This is an optimization exercise on Yosys and OpenROAD, whose aim is small area, a short achievable clock period and few clock cycles per item, not a production implementation.
Only simulation tests tie the RTL to the original design; equivalence was not proved.

Design dehaze_top, start of the top module:
module dehaze_top (
    input  logic         clk,
    input  logic         rst,
    input  logic         in_valid,
    output logic         in_ready,
    input  logic [215:0] window,
    input  logic [23:0]  atm,
    input  logic [47:0]  atm_inv,
    output logic         out_valid,
    input  logic         out_ready,
    output logic [23:0]  out_pixel
);
    logic take;
    logic [71:0] chan_r, chan_g, chan_b;
    logic [11:0] ps_r, pc_r, ps_g, pc_g, ps_b, pc_b;
    logic [11:0] sum_r, sum_g, sum_b;
    for (genvar k = 0; k < 9; k++) begin : g_chan
        assign chan_r[8*k +: 8] = window[24*k + 16 +: 8];
        assign chan_g[8*k +: 8] = window[24*k + 8 +: 8];
        assign chan_b[8*k +: 8] = window[24*k +: 8];
    end
    sum9_cs u_sr (.x(chan_r), .ps(ps_r), .pc(pc_r));
    sum9_cs u_sg (.x(chan_g), .ps(ps_g), .pc(pc_g));
    sum9_cs u_sb (.x(chan_b), .ps(ps_b), .pc(pc_b));
    logic [47:0] sinv_c;
    for (genvar c = 0; c < 3; c++) begin : g_sinv
        assign sinv_c[16*c +: 16] = atm_inv[16*c +: 16] - {4'd0, atm_inv[16*c+4 +: 12]};
    end
    assign sum_r = ps_r + pc_r;
    assign sum_g = ps_g + pc_g;
    assign sum_b = ps_b + pc_b;
  ...
==> module mean9, before the edit <==
module mean9 (
    input  logic [11:0] sum,
    output logic [7:0]  mean
);
    logic [17:0] scaled;
    assign scaled = {sum, 6'd0} - {3'd0, sum, 3'd0} + {6'd0, sum};
    assign mean   = scaled[16:9];
endmodule
==> module dehaze_top, before the edit <==
module dehaze_top (
    input  logic         clk,
    input  logic         rst,
    input  logic         in_valid,
    output logic         in_ready,
    input  logic [215:0] window,
    input  logic [23:0]  atm,
    input  logic [47:0]  atm_inv,
    output logic         out_valid,
    input  logic         out_ready,
    output logic [23:0]  out_pixel
);
    logic take;
    logic [71:0] chan_r, chan_g, chan_b;
    logic [11:0] ps_r, pc_r, ps_g, pc_g, ps_b, pc_b;
    logic [11:0] sum_r, sum_g, sum_b;
    for (genvar k = 0; k < 9; k++) begin : g_chan
        assign chan_r[8*k +: 8] = window[24*k + 16 +: 8];
        assign chan_g[8*k +: 8] = window[24*k + 8 +: 8];
        assign chan_b[8*k +: 8] = window[24*k +: 8];
    end
    sum9_cs u_sr (.x(chan_r), .ps(ps_r), .pc(pc_r));
    sum9_cs u_sg (.x(chan_g), .ps(ps_g), .pc(pc_g));
    sum9_cs u_sb (.x(chan_b), .ps(ps_b), .pc(pc_b));
    logic [47:0] sinv_c;
    for (genvar c = 0; c < 3; c++) begin : g_sinv
        assign sinv_c[16*c +: 16] = atm_inv[16*c +: 16] - {4'd0, atm_inv[16*c+4 +: 12]};
    end
    assign sum_r = ps_r + pc_r;
    assign sum_g = ps_g + pc_g;
    assign sum_b = ps_b + pc_b;
    logic        v1;
    logic [11:0] s1_sum_r, s1_sum_g, s1_sum_b;
    logic [47:0] s1_sinv;
    logic [23:0] s1_ctr;
    logic [23:0] s1_atm;
    logic [7:0]  mean_r, mean_g, mean_b;
    logic [7:0]  m_sel;
    logic [15:0] i_sel;
    mean9 u_mr (.sum(s1_sum_r), .mean(mean_r));
    mean9 u_mg (.sum(s1_sum_g), .mean(mean_g));
    mean9 u_mb (.sum(s1_sum_b), .mean(mean_b));
    dark_select u_sel (
        .m_r(mean_r), .m_g(mean_g), .m_b(mean_b),
        .i_r(s1_sinv[15:0]), .i_g(s1_sinv[31:16]), .i_b(s1_sinv[47:32]),
        .m_sel(m_sel), .i_sel(i_sel)
    );
    logic        v2;
    logic [7:0]  s2_m;
    logic [15:0] s2_i;
    logic [23:0] s2_ctr;
    logic [23:0] s2_atm;
    logic [1:0]  tk;
    logic [15:0] tn;
    trans_calc u_tc (.m(s2_m), .s(s2_i), .tn(tn), .k(tk));
    logic        v3;
    logic [15:0] s3_tn;
    logic [1:0]  s3_k;
    logic [23:0] s3_ctr;
    logic [23:0] s3_atm;
    logic [12:0] qh;
    logic [23:0] cdist;
    logic [2:0]  below;
    logic [11:0] rseed;
    recip_seed  u_rs (.tn(s3_tn), .qh(qh));
    recip_shift u_sh (.qh(qh), .k(s3_k), .rs(rseed));
    for (genvar c = 0; c < 3; c++) begin : g_dist
        assign below[c]       = s3_ctr[8*c +: 8] < s3_atm[8*c +: 8];
        assign cdist[8*c +: 8] = below[c] ? s3_atm[8*c +: 8] - s3_ctr[8*c +: 8]
                                          : s3_ctr[8*c +: 8] - s3_atm[8*c +: 8];
    end
    logic        v4;
    logic [15:0] s4_tn;
    logic [11:0] s4_rs;
    logic [23:0] s4_d;
    logic [2:0]  s4_below;
    logic [23:0] s4_atm;
    logic        over;
    logic [11:0] rs_less;
    logic [11:0] recip;
    recip_fix   u_rf (.rs(s4_rs), .tn(s4_tn), .over(over));
    assign rs_less = s4_rs - 12'd1;
    assign recip   = over ? rs_less : s4_rs;
    logic        v5;
    logic [11:0] s5_r;
    logic [23:0] s5_d;
    logic [2:0]  s5_below;
    logic [23:0] s5_atm;
    logic [23:0] mag;
    for (genvar c = 0; c < 3; c++) begin : g_mag
        recover_mag u_mg (.d(s5_d[8*c +: 8]), .r(s5_r), .mag(mag[8*c +: 8]));
    end
    logic        v6;
    logic [23:0] s6_mag;
    logic [2:0]  s6_below;
    logic [23:0] s6_atm;
    logic [23:0] rec_pix;
    for (genvar c = 0; c < 3; c++) begin : g_rec
        recover_ch u_rc (
            .a(s6_atm[8*c +: 8]), .mag(s6_mag[8*c +: 8]), .below(s6_below[c]),
            .y(rec_pix[8*c +: 8])
        );
    end
    record_fifo #(.W(24), .DEPTH(8)) u_out (
        .clk       (clk),
        .rst       (rst),
        .take      (take),
        .can_take  (in_ready),
        .in_valid  (v6),
        .in_data   (rec_pix),
        .out_valid (out_valid),
        .out_ready (out_ready),
        .out_data  (out_pixel)
    );
    assign take = in_valid && in_ready;
    always_ff @(posedge clk) begin
        if (rst) begin
            v1 <= 1'b0;
            v2 <= 1'b0;
            v3 <= 1'b0;
            v4 <= 1'b0;
            v5 <= 1'b0;
            v6 <= 1'b0;
        end else begin
            v1 <= take;
            v2 <= v1;
            v3 <= v2;
            v4 <= v3;
            v5 <= v4;
            v6 <= v5;
        end
    end
    always_ff @(posedge clk) begin
        begin
            s1_sum_r <= sum_r;
            s1_sum_g <= sum_g;
            s1_sum_b <= sum_b;
            s1_sinv  <= sinv_c;
            s1_ctr   <= window[24*4 +: 24];
            s1_atm   <= atm;
            s2_m     <= m_sel;
            s2_i     <= i_sel;
            s2_ctr   <= s1_ctr;
            s2_atm   <= s1_atm;
            s3_tn    <= tn;
            s3_k     <= tk;
            s3_ctr   <= s2_ctr;
            s3_atm   <= s2_atm;
            s4_tn    <= s3_tn;
            s4_rs    <= rseed;
            s4_d     <= cdist;
            s4_below <= below;
            s4_atm   <= s3_atm;
            s5_r     <= recip;
            s5_d     <= s4_d;
            s5_below <= s4_below;
            s5_atm   <= s4_atm;
            s6_mag   <= mag;
            s6_below <= s5_below;
            s6_atm   <= s5_atm;
        end
    end
endmodule
Settings: LEC_CHECK=0, ABC_AREA=1, CAP_MARGIN=20, CORE_MARGIN=2, CORE_UTILIZATION=55, SETUP_SLACK_MARGIN=4.5, SLEW_MARGIN=20; clock period 10.0 ns.
run.sh (not shown) runs the stock make flow with config.mk's settings and CLKGATE_MAP_FILE= SYNTH_SCRIPT=/design/flow/synth_recipe.tcl, a recipe that flattens the netlist after the stock synthesis.
Testbench counts at the start, summed over its fixed seeds: cycles 2,456, items 2,400.
Edit:
--- a/flow/design.v
+++ b/flow/design.v
@@ -41,10 +41,13 @@
     csa u_g (.a(f0), .b(f1), .c(e1), .s(ps), .cy(pc));
 endmodule
 module mean9 (
-    input  logic [11:0] sum,
+    input  logic [11:0] ps,
+    input  logic [11:0] pc,
     output logic [7:0]  mean
 );
+    logic [11:0] sum;
     logic [17:0] scaled;
+    assign sum    = ps + pc;
     assign scaled = {sum, 6'd0} - {3'd0, sum, 3'd0} + {6'd0, sum};
     assign mean   = scaled[16:9];
 endmodule
@@ -349,7 +352,6 @@
     logic take;
     logic [71:0] chan_r, chan_g, chan_b;
     logic [11:0] ps_r, pc_r, ps_g, pc_g, ps_b, pc_b;
-    logic [11:0] sum_r, sum_g, sum_b;
     for (genvar k = 0; k < 9; k++) begin : g_chan
         assign chan_r[8*k +: 8] = window[24*k + 16 +: 8];
         assign chan_g[8*k +: 8] = window[24*k + 8 +: 8];
@@ -362,20 +364,17 @@
     for (genvar c = 0; c < 3; c++) begin : g_sinv
         assign sinv_c[16*c +: 16] = atm_inv[16*c +: 16] - {4'd0, atm_inv[16*c+4 +: 12]};
     end
-    assign sum_r = ps_r + pc_r;
-    assign sum_g = ps_g + pc_g;
-    assign sum_b = ps_b + pc_b;
     logic        v1;
-    logic [11:0] s1_sum_r, s1_sum_g, s1_sum_b;
+    logic [11:0] s1_ps_r, s1_pc_r, s1_ps_g, s1_pc_g, s1_ps_b, s1_pc_b;
     logic [47:0] s1_sinv;
     logic [23:0] s1_ctr;
     logic [23:0] s1_atm;
     logic [7:0]  mean_r, mean_g, mean_b;
     logic [7:0]  m_sel;
     logic [15:0] i_sel;
-    mean9 u_mr (.sum(s1_sum_r), .mean(mean_r));
-    mean9 u_mg (.sum(s1_sum_g), .mean(mean_g));
-    mean9 u_mb (.sum(s1_sum_b), .mean(mean_b));
+    mean9 u_mr (.ps(s1_ps_r), .pc(s1_pc_r), .mean(mean_r));
+    mean9 u_mg (.ps(s1_ps_g), .pc(s1_pc_g), .mean(mean_g));
+    mean9 u_mb (.ps(s1_ps_b), .pc(s1_pc_b), .mean(mean_b));
     dark_select u_sel (
         .m_r(mean_r), .m_g(mean_g), .m_b(mean_b),
         .i_r(s1_sinv[15:0]), .i_g(s1_sinv[31:16]), .i_b(s1_sinv[47:32]),
@@ -468,9 +467,12 @@
     end
     always_ff @(posedge clk) begin
         begin
-            s1_sum_r <= sum_r;
-            s1_sum_g <= sum_g;
-            s1_sum_b <= sum_b;
+            s1_ps_r  <= ps_r;
+            s1_pc_r  <= pc_r;
+            s1_ps_g  <= ps_g;
+            s1_pc_g  <= pc_g;
+            s1_ps_b  <= ps_b;
+            s1_pc_b  <= pc_b;
             s1_sinv  <= sinv_c;
             s1_ctr   <= window[24*4 +: 24];
             s1_atm   <= atm;
The new run passed the timing, DRC and antenna checks; cell area is higher by 2.4%; flip-flop and latch count is higher by 21; critical path depth is lower by 2; routed wire length is higher by 4.4%; worst setup slack got worse by 140 ps; final cell count is higher by 1.5%; hold slack got worse by 15 ps.
Testbench counts after the change, summed over its fixed seeds: cycles 2,456, items 2,400.

[port drivers added, routing unchanged]
Ports are ideal in the flow. The routed layouts listed here were re-timed in OpenROAD. Step 1, drivers: a clkbuf_16 drives clk and a buf_2 each remaining input, both assumed. Step 2, shift: input delay + t, output delay - t, t = (earliest + latest rising clock arrival at the registers) / 2. This alone moves slack from input paths to output paths. Slacks: ideal / step 1 / step 2; pairs: ideal / step 1.
run	t, ns	setup slack, ns	worst slew at a driven data input, ns
the first run	0.714	4.596 / 4.596 / 3.929	0.08
the second run	0.721	4.452 / 4.452 / 4.452	0.07
After both steps setup and hold are still met in every run listed. For the first run, which loses most, drivers alone change the setup slack by 0.000 ns; drivers and shift together by -0.667 ns.
